Background: an optimization exercise with open tools, aiming at small area, a short achievable clock period and few clock cycles. Do not read the settings as production practice. The RTL was checked by simulation tests, not by an equivalence proof against the original design.

## flow/constraint.sdc

```tcl
create_clock -name core_clock -period 6.0 [get_ports {clk}]
set_input_delay 1.2000 -clock core_clock [delete_from_list [all_inputs] [get_ports {clk}]]
set_output_delay 1.2000 -clock core_clock [all_outputs]
set_load 0.01 [all_outputs]
```

## flow/design.v

```verilog
`timescale 1ns/1ns
module acc_regs (
  input  logic        clk,
  input  logic        arst_n,
  input  logic        reg_wr_en,
  input  logic [2:0]  reg_wr_addr,
  input  logic [31:0] reg_wr_data,
  input  logic [2:0]  reg_rd_addr,
  output logic [31:0] reg_rd_data,
  output logic        start,
  output logic [15:0] k_base,
  output logic [15:0] k_len,
  output logic [15:0] x_base,
  output logic [15:0] x_len,
  output logic [15:0] a_base,
  output logic [15:0] a_len,
  input  logic        job_done
);
  localparam logic [2:0] REG_K_BASE = 3'd0;
  localparam logic [2:0] REG_K_LEN  = 3'd1;
  localparam logic [2:0] REG_X_BASE = 3'd2;
  localparam logic [2:0] REG_X_LEN  = 3'd3;
  localparam logic [2:0] REG_A_BASE = 3'd4;
  localparam logic [2:0] REG_A_LEN  = 3'd5;
  localparam logic [2:0] REG_CTRL   = 3'd6;
  logic       busy;
  logic [7:0] done_cnt;
  logic       ctrl_go;
  assign ctrl_go = reg_wr_en && (reg_wr_addr == REG_CTRL) && reg_wr_data[0] && !busy;
  always_ff @(posedge clk or negedge arst_n) begin
    if (!arst_n) begin
      k_base <= '0;
      k_len  <= '0;
      x_base <= '0;
      x_len  <= '0;
      a_base <= '0;
      a_len  <= '0;
    end else if (reg_wr_en) begin
      case (reg_wr_addr)
        REG_K_BASE: k_base <= reg_wr_data[15:0];
        REG_K_LEN:  k_len  <= reg_wr_data[15:0];
        REG_X_BASE: x_base <= reg_wr_data[15:0];
        REG_X_LEN:  x_len  <= reg_wr_data[15:0];
        REG_A_BASE: a_base <= reg_wr_data[15:0];
        REG_A_LEN:  a_len  <= reg_wr_data[15:0];
        default: ;
      endcase
    end
  end
  always_ff @(posedge clk or negedge arst_n) begin
    if (!arst_n) begin
      start    <= 1'b0;
      busy     <= 1'b0;
      done_cnt <= '0;
    end else begin
      start <= ctrl_go;
      if (ctrl_go) begin
        busy <= 1'b1;
      end else if (job_done) begin
        busy     <= 1'b0;
        done_cnt <= done_cnt + 1'b1;
      end
    end
  end
  always_comb begin
    reg_rd_data = '0;
    case (reg_rd_addr)
      REG_K_BASE: reg_rd_data[15:0] = k_base;
      REG_K_LEN:  reg_rd_data[15:0] = k_len;
      REG_X_BASE: reg_rd_data[15:0] = x_base;
      REG_X_LEN:  reg_rd_data[15:0] = x_len;
      REG_A_BASE: reg_rd_data[15:0] = a_base;
      REG_A_LEN:  reg_rd_data[15:0] = a_len;
      REG_CTRL: begin
        reg_rd_data[0]    = busy;
        reg_rd_data[15:8] = done_cnt;
      end
      default: ;
    endcase
  end
endmodule
`timescale 1ns/1ns
module dma_reader (
  input  logic        clk,
  input  logic        arst_n,
  input  logic        start,
  input  logic [15:0] desc_base,
  input  logic [15:0] desc_len,
  output logic        mem_req,
  output logic [15:0] mem_addr,
  input  logic        mem_gnt,
  input  logic        mem_rvalid,
  input  logic [31:0] mem_rdata,
  output logic        s_valid,
  input  logic        s_ready,
  output logic [31:0] s_data,
  output logic        s_last
);
  localparam int FIFO_DEPTH = 4;
  localparam int FIFO_PTR_W = 2;
  localparam int CREDIT_W   = 3;
  logic [31:0]           fifo_mem [FIFO_DEPTH];
  logic [FIFO_PTR_W-1:0] wr_ptr;
  logic [FIFO_PTR_W-1:0] rd_ptr;
  logic [CREDIT_W-1:0]   fifo_cnt;
  logic [CREDIT_W-1:0]   credits;
  logic [15:0]           addr_q;
  logic [15:0]           issue_left;
  logic [15:0]           deliver_left;
  logic                  grant;
  logic                  pop;
  assign mem_req  = (issue_left != '0) && (credits != '0);
  assign mem_addr = addr_q;
  assign grant    = mem_req && mem_gnt;
  assign s_valid = (fifo_cnt != '0);
  assign s_data  = fifo_mem[rd_ptr];
  assign s_last  = (deliver_left == 16'd1);
  assign pop     = s_valid && s_ready;
  always_ff @(posedge clk) begin
    if (mem_rvalid) begin
      fifo_mem[wr_ptr] <= mem_rdata;
    end
  end
  always_ff @(posedge clk or negedge arst_n) begin
    if (!arst_n) begin
      wr_ptr       <= '0;
      rd_ptr       <= '0;
      fifo_cnt     <= '0;
      credits      <= CREDIT_W'(FIFO_DEPTH);
      addr_q       <= '0;
      issue_left   <= '0;
      deliver_left <= '0;
    end else begin
      if (start) begin
        addr_q       <= desc_base;
        issue_left   <= desc_len;
        deliver_left <= desc_len;
      end else begin
        if (grant) begin
          addr_q     <= addr_q + 1'b1;
          issue_left <= issue_left - 1'b1;
        end
        if (pop) begin
          deliver_left <= deliver_left - 1'b1;
        end
      end
      if (mem_rvalid) begin
        wr_ptr <= wr_ptr + 1'b1;
      end
      if (pop) begin
        rd_ptr <= rd_ptr + 1'b1;
      end
      fifo_cnt <= fifo_cnt + CREDIT_W'(mem_rvalid) - CREDIT_W'(pop);
      credits  <= credits - CREDIT_W'(grant) + CREDIT_W'(pop);
    end
  end
endmodule
`timescale 1ns/1ns
module mem_arbiter (
  input  logic        clk,
  input  logic        arst_n,
  input  logic [2:0]  rd_req,
  input  logic [47:0] rd_addr,
  output logic [2:0]  rd_gnt,
  output logic [2:0]  rd_rvalid,
  output logic [31:0] rd_rdata,
  output logic        mem_req,
  output logic [15:0] mem_addr,
  input  logic        mem_gnt,
  input  logic        mem_rvalid,
  input  logic [31:0] mem_rdata
);
  localparam int NUM_READERS   = 3;
  localparam int ID_FIFO_DEPTH = 12;
  localparam int ID_PTR_W      = 4;
  logic [1:0]          ptr;
  logic [1:0]          sel;
  logic                grant;
  logic [1:0]          id_mem [ID_FIFO_DEPTH];
  logic [ID_PTR_W-1:0] id_wr_ptr;
  logic [ID_PTR_W-1:0] id_rd_ptr;
  logic [1:0]          head_id;
  for (genvar i = 0; i < NUM_READERS; i++) begin : g_port
    assign rd_gnt[i]    = grant && (sel == 2'(i));
    assign rd_rvalid[i] = mem_rvalid && (head_id == 2'(i));
  end
  assign rd_rdata = mem_rdata;
  always_comb begin
    int idx;
    sel = ptr;
    for (int k = NUM_READERS - 1; k >= 0; k--) begin
      idx = (int'(ptr) + k) % NUM_READERS;
      if (rd_req[idx]) begin
        sel = 2'(idx);
      end
    end
  end
  assign mem_req  = |rd_req;
  assign mem_addr = rd_addr[16*sel +: 16];
  assign grant    = mem_req && mem_gnt;
  assign head_id  = id_mem[id_rd_ptr];
  always_ff @(posedge clk) begin
    if (grant) begin
      id_mem[id_wr_ptr] <= sel;
    end
  end
  always_ff @(posedge clk or negedge arst_n) begin
    if (!arst_n) begin
      ptr       <= '0;
      id_wr_ptr <= '0;
      id_rd_ptr <= '0;
    end else begin
      if (grant) begin
        ptr <= (sel == 2'(NUM_READERS - 1)) ? '0 : sel + 1'b1;
        id_wr_ptr <= (id_wr_ptr == ID_PTR_W'(ID_FIFO_DEPTH - 1)) ? '0 : id_wr_ptr + 1'b1;
      end
      if (mem_rvalid) begin
        id_rd_ptr <= (id_rd_ptr == ID_PTR_W'(ID_FIFO_DEPTH - 1)) ? '0 : id_rd_ptr + 1'b1;
      end
    end
  end
endmodule
`timescale 1ns/1ns
module outer_product_array (
  input  logic        clk,
  input  logic        arst_n,
  input  logic        k_valid,
  output logic        k_ready,
  input  logic [31:0] k_data,
  input  logic        k_last,
  input  logic        x_valid,
  output logic        x_ready,
  input  logic [31:0] x_data,
  input  logic        x_last,
  output logic        col_valid,
  input  logic        col_ready,
  output logic [31:0] col_data,
  output logic        col_last
);
  localparam int ROWS  = 4;
  localparam int COLS  = 4;
  localparam int COL_W = 2;
  logic [7:0]       acc [ROWS][COLS];
  logic             draining;
  logic [COL_W-1:0] col_cnt;
  logic             pair_fire;
  logic             pair_last;
  logic             col_fire;
  logic             col_end;
  assign pair_fire = k_valid && x_valid && !draining;
  assign pair_last = k_last && x_last;
  assign k_ready   = pair_fire;
  assign x_ready   = pair_fire;
  assign col_valid = draining;
  assign col_last  = (col_cnt == COL_W'(COLS - 1));
  assign col_fire  = col_valid && col_ready;
  assign col_end   = col_fire && col_last;
  always_comb begin
    for (int r = 0; r < ROWS; r++) begin
      col_data[8*r +: 8] = acc[r][col_cnt];
    end
  end
  always_ff @(posedge clk or negedge arst_n) begin
    if (!arst_n) begin
      draining <= 1'b0;
      col_cnt  <= '0;
      for (int r = 0; r < ROWS; r++) begin
        for (int c = 0; c < COLS; c++) begin
          acc[r][c] <= '0;
        end
      end
    end else begin
      if (pair_fire) begin
        for (int r = 0; r < ROWS; r++) begin
          for (int c = 0; c < COLS; c++) begin
            acc[r][c] <= acc[r][c] + x_data[8*r +: 8] * k_data[8*c +: 8];
          end
        end
        if (pair_last) begin
          draining <= 1'b1;
        end
      end
      if (col_fire) begin
        col_cnt <= col_cnt + 1'b1;
      end
      if (col_end) begin
        draining <= 1'b0;
        col_cnt  <= '0;
        for (int r = 0; r < ROWS; r++) begin
          for (int c = 0; c < COLS; c++) begin
            acc[r][c] <= '0;
          end
        end
      end
    end
  end
endmodule
`timescale 1ns/1ns
module psum_adder (
  input  logic        clk,
  input  logic        arst_n,
  input  logic        col_valid,
  output logic        col_ready,
  input  logic [31:0] col_data,
  input  logic        col_last,
  input  logic        a_valid,
  output logic        a_ready,
  input  logic [31:0] a_data,
  input  logic        a_last,
  output logic        out_valid,
  output logic [31:0] out_data,
  output logic        out_last,
  input  logic        out_credit,
  output logic        job_done
);
  localparam int ROWS         = 4;
  localparam int OUT_CREDITS  = 4;
  localparam int OUT_CREDIT_W = 3;
  logic [OUT_CREDIT_W-1:0] credits;
  logic                    has_credit;
  logic                    join_fire;
  logic [31:0]             sum;
  assign has_credit = (credits != '0);
  assign col_ready  = has_credit && a_valid;
  assign a_ready    = has_credit && col_valid;
  assign join_fire  = has_credit && col_valid && a_valid;
  always_comb begin
    for (int r = 0; r < ROWS; r++) begin
      sum[8*r +: 8] = col_data[8*r +: 8] + a_data[8*r +: 8];
    end
  end
  always_ff @(posedge clk) begin
    if (join_fire) begin
      out_data <= sum;
      out_last <= col_last && a_last;
    end
  end
  always_ff @(posedge clk or negedge arst_n) begin
    if (!arst_n) begin
      out_valid <= 1'b0;
      credits   <= OUT_CREDIT_W'(OUT_CREDITS);
    end else begin
      out_valid <= join_fire;
      credits   <= credits - OUT_CREDIT_W'(join_fire) + OUT_CREDIT_W'(out_credit);
    end
  end
  assign job_done = out_valid && out_last;
endmodule
`timescale 1ns/1ns
module acc_top (
  input  logic        clk,
  input  logic        arst_n,
  input  logic        reg_wr_en,
  input  logic [2:0]  reg_wr_addr,
  input  logic [31:0] reg_wr_data,
  input  logic [2:0]  reg_rd_addr,
  output logic [31:0] reg_rd_data,
  output logic        mem_req,
  output logic [15:0] mem_addr,
  input  logic        mem_gnt,
  input  logic        mem_rvalid,
  input  logic [31:0] mem_rdata,
  output logic        out_valid,
  output logic [31:0] out_data,
  output logic        out_last,
  input  logic        out_credit
);
  logic        start;
  logic        job_done;
  logic [15:0] k_base, k_len, x_base, x_len, a_base, a_len;
  logic [2:0]  rd_req;
  logic [47:0] rd_addr;
  logic [2:0]  rd_gnt;
  logic [2:0]  rd_rvalid;
  logic [31:0] rd_rdata;
  logic        k_valid, k_ready, k_last;
  logic [31:0] k_data;
  logic        x_valid, x_ready, x_last;
  logic [31:0] x_data;
  logic        a_valid, a_ready, a_last;
  logic [31:0] a_data;
  logic        col_valid, col_ready, col_last;
  logic [31:0] col_data;
  acc_regs u_regs (
    .clk(clk), .arst_n(arst_n),
    .reg_wr_en(reg_wr_en), .reg_wr_addr(reg_wr_addr), .reg_wr_data(reg_wr_data),
    .reg_rd_addr(reg_rd_addr), .reg_rd_data(reg_rd_data),
    .start(start),
    .k_base(k_base), .k_len(k_len), .x_base(x_base), .x_len(x_len),
    .a_base(a_base), .a_len(a_len),
    .job_done(job_done)
  );
  dma_reader u_rd_k (
    .clk(clk), .arst_n(arst_n), .start(start), .desc_base(k_base), .desc_len(k_len),
    .mem_req(rd_req[0]), .mem_addr(rd_addr[15:0]), .mem_gnt(rd_gnt[0]),
    .mem_rvalid(rd_rvalid[0]), .mem_rdata(rd_rdata),
    .s_valid(k_valid), .s_ready(k_ready), .s_data(k_data), .s_last(k_last)
  );
  dma_reader u_rd_x (
    .clk(clk), .arst_n(arst_n), .start(start), .desc_base(x_base), .desc_len(x_len),
    .mem_req(rd_req[1]), .mem_addr(rd_addr[31:16]), .mem_gnt(rd_gnt[1]),
    .mem_rvalid(rd_rvalid[1]), .mem_rdata(rd_rdata),
    .s_valid(x_valid), .s_ready(x_ready), .s_data(x_data), .s_last(x_last)
  );
  dma_reader u_rd_a (
    .clk(clk), .arst_n(arst_n), .start(start), .desc_base(a_base), .desc_len(a_len),
    .mem_req(rd_req[2]), .mem_addr(rd_addr[47:32]), .mem_gnt(rd_gnt[2]),
    .mem_rvalid(rd_rvalid[2]), .mem_rdata(rd_rdata),
    .s_valid(a_valid), .s_ready(a_ready), .s_data(a_data), .s_last(a_last)
  );
  mem_arbiter u_arb (
    .clk(clk), .arst_n(arst_n),
    .rd_req(rd_req), .rd_addr(rd_addr), .rd_gnt(rd_gnt),
    .rd_rvalid(rd_rvalid), .rd_rdata(rd_rdata),
    .mem_req(mem_req), .mem_addr(mem_addr), .mem_gnt(mem_gnt),
    .mem_rvalid(mem_rvalid), .mem_rdata(mem_rdata)
  );
  outer_product_array u_array (
    .clk(clk), .arst_n(arst_n),
    .k_valid(k_valid), .k_ready(k_ready), .k_data(k_data), .k_last(k_last),
    .x_valid(x_valid), .x_ready(x_ready), .x_data(x_data), .x_last(x_last),
    .col_valid(col_valid), .col_ready(col_ready), .col_data(col_data), .col_last(col_last)
  );
  psum_adder u_adder (
    .clk(clk), .arst_n(arst_n),
    .col_valid(col_valid), .col_ready(col_ready), .col_data(col_data), .col_last(col_last),
    .a_valid(a_valid), .a_ready(a_ready), .a_data(a_data), .a_last(a_last),
    .out_valid(out_valid), .out_data(out_data), .out_last(out_last),
    .out_credit(out_credit), .job_done(job_done)
  );
endmodule
```

## flow/config.mk

```make
export PLATFORM = sky130hd
export DESIGN_NAME = acc_top
export DESIGN_NICKNAME = acc_top
export VERILOG_FILES = /design/flow/design.v
export SDC_FILE = /design/flow/constraint.sdc
export NUM_CORES = 4
export LEC_CHECK = 0
export CAP_MARGIN = 20
export CORE_MARGIN = 2
export CORE_UTILIZATION = 40
export SLEW_MARGIN = 20
```

## flow/run.sh

```bash
#!/bin/bash
# synth_recipe.tcl (not shown) runs the flow's synth.tcl, then flattens the netlist and writes it again
# the make line also repeats each setting of config.mk as NAME=value (left out here)
make -C /OpenROAD-flow-scripts/flow DESIGN_CONFIG=/design/flow/config.mk WORK_HOME=/design/flow/orfs CLKGATE_MAP_FILE= SYNTH_SCRIPT=/design/flow/synth_recipe.tcl finish
```

==> run notes <==
[kinds of logic (layout without fill, tap and decap cells)]
logic type               count (synthesis)  after routing  share of synthesized area
AO/OA/AOI/OAI                          632            632                    0.07560
XOR/XNOR                               400            400                    0.06259
adder cells (fa/ha/maj)                655            655                     0.1865
buffers and inverters                  900           1032                    0.06218
flip-flops                             866            866                     0.4267
multiplexers                           296            296                    0.07745
other                                    1             19                 0.00006699
AND/OR/NAND/NOR                       1304           1304                     0.1089
[layer usage]
metal  vias up  global-route usage  wire, um
met5         -                   0        26
met4         4             0.06420      4287
met3       223             0.04296     10730
met2      1205              0.3434     71530
met1     19630              0.3175     70840
li1      17360                   -         -
[stage by stage]
step           hold WS, ns  cells
2_1_floorplan       0.4403   5069
3_3_place_gp        0.4622   6890
3_5_place_dp        0.4669   6891
4_1_cts             0.4770   7075
5_1_grt             0.4815   7077
6_report            0.4678   7080
[synth_stat cells, drive strengths merged (9+ instances only)]
cell / count / area (sq um)
nand2: 623 / 2338
inv: 609 / 2286
edfxtp: 441 / 13240
dfrtp: 421 / 10540
ha: 356 / 4454
xnor2: 312 / 2733
fa: 299 / 5986
clkbuf: 217 / 814.5
nor2: 206 / 773.2
mux2: 137 / 1543
and2: 124 / 775.8
o21ai: 118 / 590.6
a21oi: 115 / 579.3
mux4: 96 / 2162
o31ai: 90 / 675.7
xor2: 88 / 770.7
nand3: 87 / 435.4
a31oi: 84 / 525.5
buf: 74 / 380.4
a22oi: 66 / 500.5
mux2i: 63 / 630.6
or4: 53 / 397.9
nor3: 44 / 220.2
a21o: 40 / 300.3
or3: 30 / 187.7
nor4: 22 / 137.6
and3: 21 / 131.4
nand4: 21 / 131.4
o2bb2ai: 16 / 140.1
a211oi: 15 / 122.6
nand2b: 13 / 81.33
or2: 12 / 75.08
a2111oi: 11 / 141.4
and4: 11 / 96.34
nor2b: 10 / 62.56
o21bai: 9 / 67.56
[what timing repair did]
action                                  CTS  global route
resized for setup                         1             2
gates cloned                              0             0
pin swaps                                 0             0
hold buffers                              0             0
endpoints found under the setup margin   12             6
[sequential cells by signal (all words and copies together) (netlist names), 24 cells and up]
register	cells
u_array.acc	128
u_rd_a.fifo_mem	128
u_rd_k.fifo_mem	128
u_rd_x.fifo_mem	128
u_adder.out_data	32
u_arb.id_mem	24
[worst reg2reg max path: stages (launching register included)]
cell	delay [ns]
dfrtp_2	0.55
buf_4	0.29
mux4_2	0.91
and2_1	0.33
ha_1	0.19
fa_1	0.48
ha_1	0.29
inv_1	0.05
fa_1	0.53
inv_1	0.07
fa_1	0.46
a21o_1	0.20
a21oi_1	0.28
xor2_1	0.22
xnor2_1	0.16
xnor2_1	0.16
xnor2_1	0.13
o21ai_0	0.09
[layout make-up]
| cell class | instances | area, sq um | area share |
|---|---|---|---|
| multi-input combinational | 3303 | 28790 | 0.4568 |
| sequential | 866 | 23890 | 0.3791 |
| clock buffer | 130 | 2745 | 0.04356 |
| tap | 1876 | 2347 | 0.03724 |
| inverter | 609 | 2298 | 0.03647 |
| timing repair buffer | 239 | 2296 | 0.03643 |
| clock inverter | 54 | 650.6 | 0.01032 |
| antenna | 3 | 7.507 | 0.0001191 |
[final timing paths]
check	to	slack, ns	cells past startpoint
max	mem_addr[7]	0.32	12
min	u_rd_x.addr_q[13]	0.47	1
max reg2reg	u_array.acc[1][7]	0.41	17
min reg2reg	u_rd_k.fifo_cnt[2]	0.48	1
max in group asynchronous	u_rd_k.rd_ptr[1]	4.18	2
min in group core_clock	u_rd_k.fifo_cnt[2]	0.48	1
==> summary.log <==
qor: sta.pins_over_slew_limit 0
qor: critical_path.timing.critical_path.fanout_max 35
qor: yosys.synth_async_sr_flop_share 0.4908
qor: route.viasPerCell 5.427
qor: layout.layout.cells.most_common nand2_1
qor: floorplanning.start_util 0.4022
qor: yosys.post_synth_num_cell_types 84
qor: critical_path.end_kind output pin
qor: yosys.synthFlopType edfxtp_1
qor: yosys.synth-seq-cells 866
qor: sta.clock.fmax 0.1761 GHz
qor: route.detailedRoute.firstPassIterationCount 6
qor: critical_path.worstPathBufferInverterCount 4
qor: yosys.syn_avg_cell_area 11.08 sq um
qor: floorplanning.die_height 378.1 um
qor: placement.gp_congestion 0.8673
qor: global_routing.first_pass_grt_wire_length 240400 um
qor: sta.finClkSkew 0.05913 ns
qor: sta.final_period_minus_worst_setup_slack 5.680 ns
qor: layout.layout_common_cells nand2_1, inv_1, edfxtp_1
qor: placement.detailed_place.area 59580 sq um
qor: layout.area_growth 12.60%
qor: clocking.clock_tree.root_cell clkbuf_16
qor: layout.final_layout_size_suffix_gt1_frac 0.1102
qor: route.routed_wl 157400 um
qor: sta.rsz0062_at_grt no
qor: clocking.cts_buffers 98
qor: placement.place_hpwl 108900 um
qor: global_routing.grt_pass1_vias 38780
qor: global_routing.global_route.usage.total 0.2223
qor: yosys.ys.warnings.count 6
qor: clocking.max-clock-path-buffers 3
qor: clocking.clock_slew_seen_by_the_registers_of_the_worst_setup_and_hold_paths 0.06 ns
qor: global_routing.antenna_violations_before_repair 2
qor: yosys.synth_seq_area_share 0.4267
qor: yosys.post_synthesis_cells 5054
qor: route.drtAntennaViolNets 0
qor: critical_path.critPathKind reg -> out
qor: status.status complete, no violations
qor: critical_path.cp_slowest_stage_delay 0.54 ns
qor: floorplanning.core_region_area 139200 sq um
qor: worst_hold_path.hold_path_class in -> async
qor: placement.port_buffers 126
qor: floorplanning.io-pin-count 159
qor: sta.tightestPinTransition 1.228 ns
qor: clocking.clock_sink_count 866
qor: sta.rel_slew_slack 0.1576
qor: sta.finalSetupTns 0 ns
qor: clocking.cts_post_setup_buffers_inserted 0
qor: sta.setup_ws 0.3203 ns
qor: sta.timing.final.setup_violations 0
qor: route.detailedRoute.firstIterationViolations 3136
qor: sta.finalCritPeriodShare 0.9466
qor: layout.utilization 0.4528
qor: sta.final_hold_viol_count 0
qor: critical_path.crit_path_start u_arb.ptr[0]
qor: placement.pre_cts_slack 0.4489 ns
qor: layout.postLayoutCellArea 63030 sq um
qor: layout.fillers 12910
qor: clocking.tritoncts_clock_tree yes
qor: global_routing.grt_max_degree 107
qor: route.wire_per_inst 22.23 um
qor: critical_path.cpMaxStageDelayCell clkdlybuf4s50_1
qor: layout.nNetsFinal 5848
qor: floorplanning.row_count 137
qor: critical_path.crit_path_start_kind flop
qor: floorplanning.die_x 378.1 um
qor: critical_path.r2r-start u_rd_k.rd_ptr[0]
qor: critical_path.worstPathCellList inv_1 > ha_1 > or2_2 > a211oi_1 > o211ai_1 > o211a_1 > a211o_4 > inv_6 > nor2_1 > buf_4 > o2bb2ai_1 > clkdlybuf4s50_1
qor: clocking.clk_latency 0.75 ns
qor: critical_path.worst-endpoint-required 4.80 ns
qor: clocking.cts_htree_levels 3
qor: critical_path.timing.critical_path.arrival 4.48 ns
qor: route.vias 38420
qor: run.timing.max_cap.violations 0
qor: global_routing.global_route_overflow 0
qor: yosys.post_synth_instance_area 55980 sq um
qor: floorplanning.dieArea 142900 sq um
qor: critical_path.critical_path.top_delay_family compound AO/OA/AOI/OAI gates
qor: yosys.synth-edff-count 441
qor: route.drcViolationCount 0
Testbench counts, summed over its fixed seeds: cycles 10,924.

## re-timing with driven ports
How much do the figures lean on ideal ports? The routed layout below was timed once more, with nothing changed but the port constraints.
Step 1, drivers: a clkbuf_16 drives clk and a buf_2 each remaining input, both assumed.
Step 2 moves the port delays by t, midway between the first and last clock arrival at a register: inputs arrive t later, outputs are due t later. That takes back most of the time a late clock gives input paths.
a / b / c = ideal / step 1 / step 2; a / b = the first two.
t (ns): 0.807
slack for setup (ns): 0.320 / 0.242 / 0.413
worst hold slack (ns): 0.468 / 0.437 / 0.478
slew at the worst register clock pin (ns): 0.07 / 0.07
worst slew at a driven data input, ns: 0.08
After both steps setup and hold are still met in this run. The setup slack of this run moves by -0.078 ns with the drivers and by +0.093 ns with both steps.
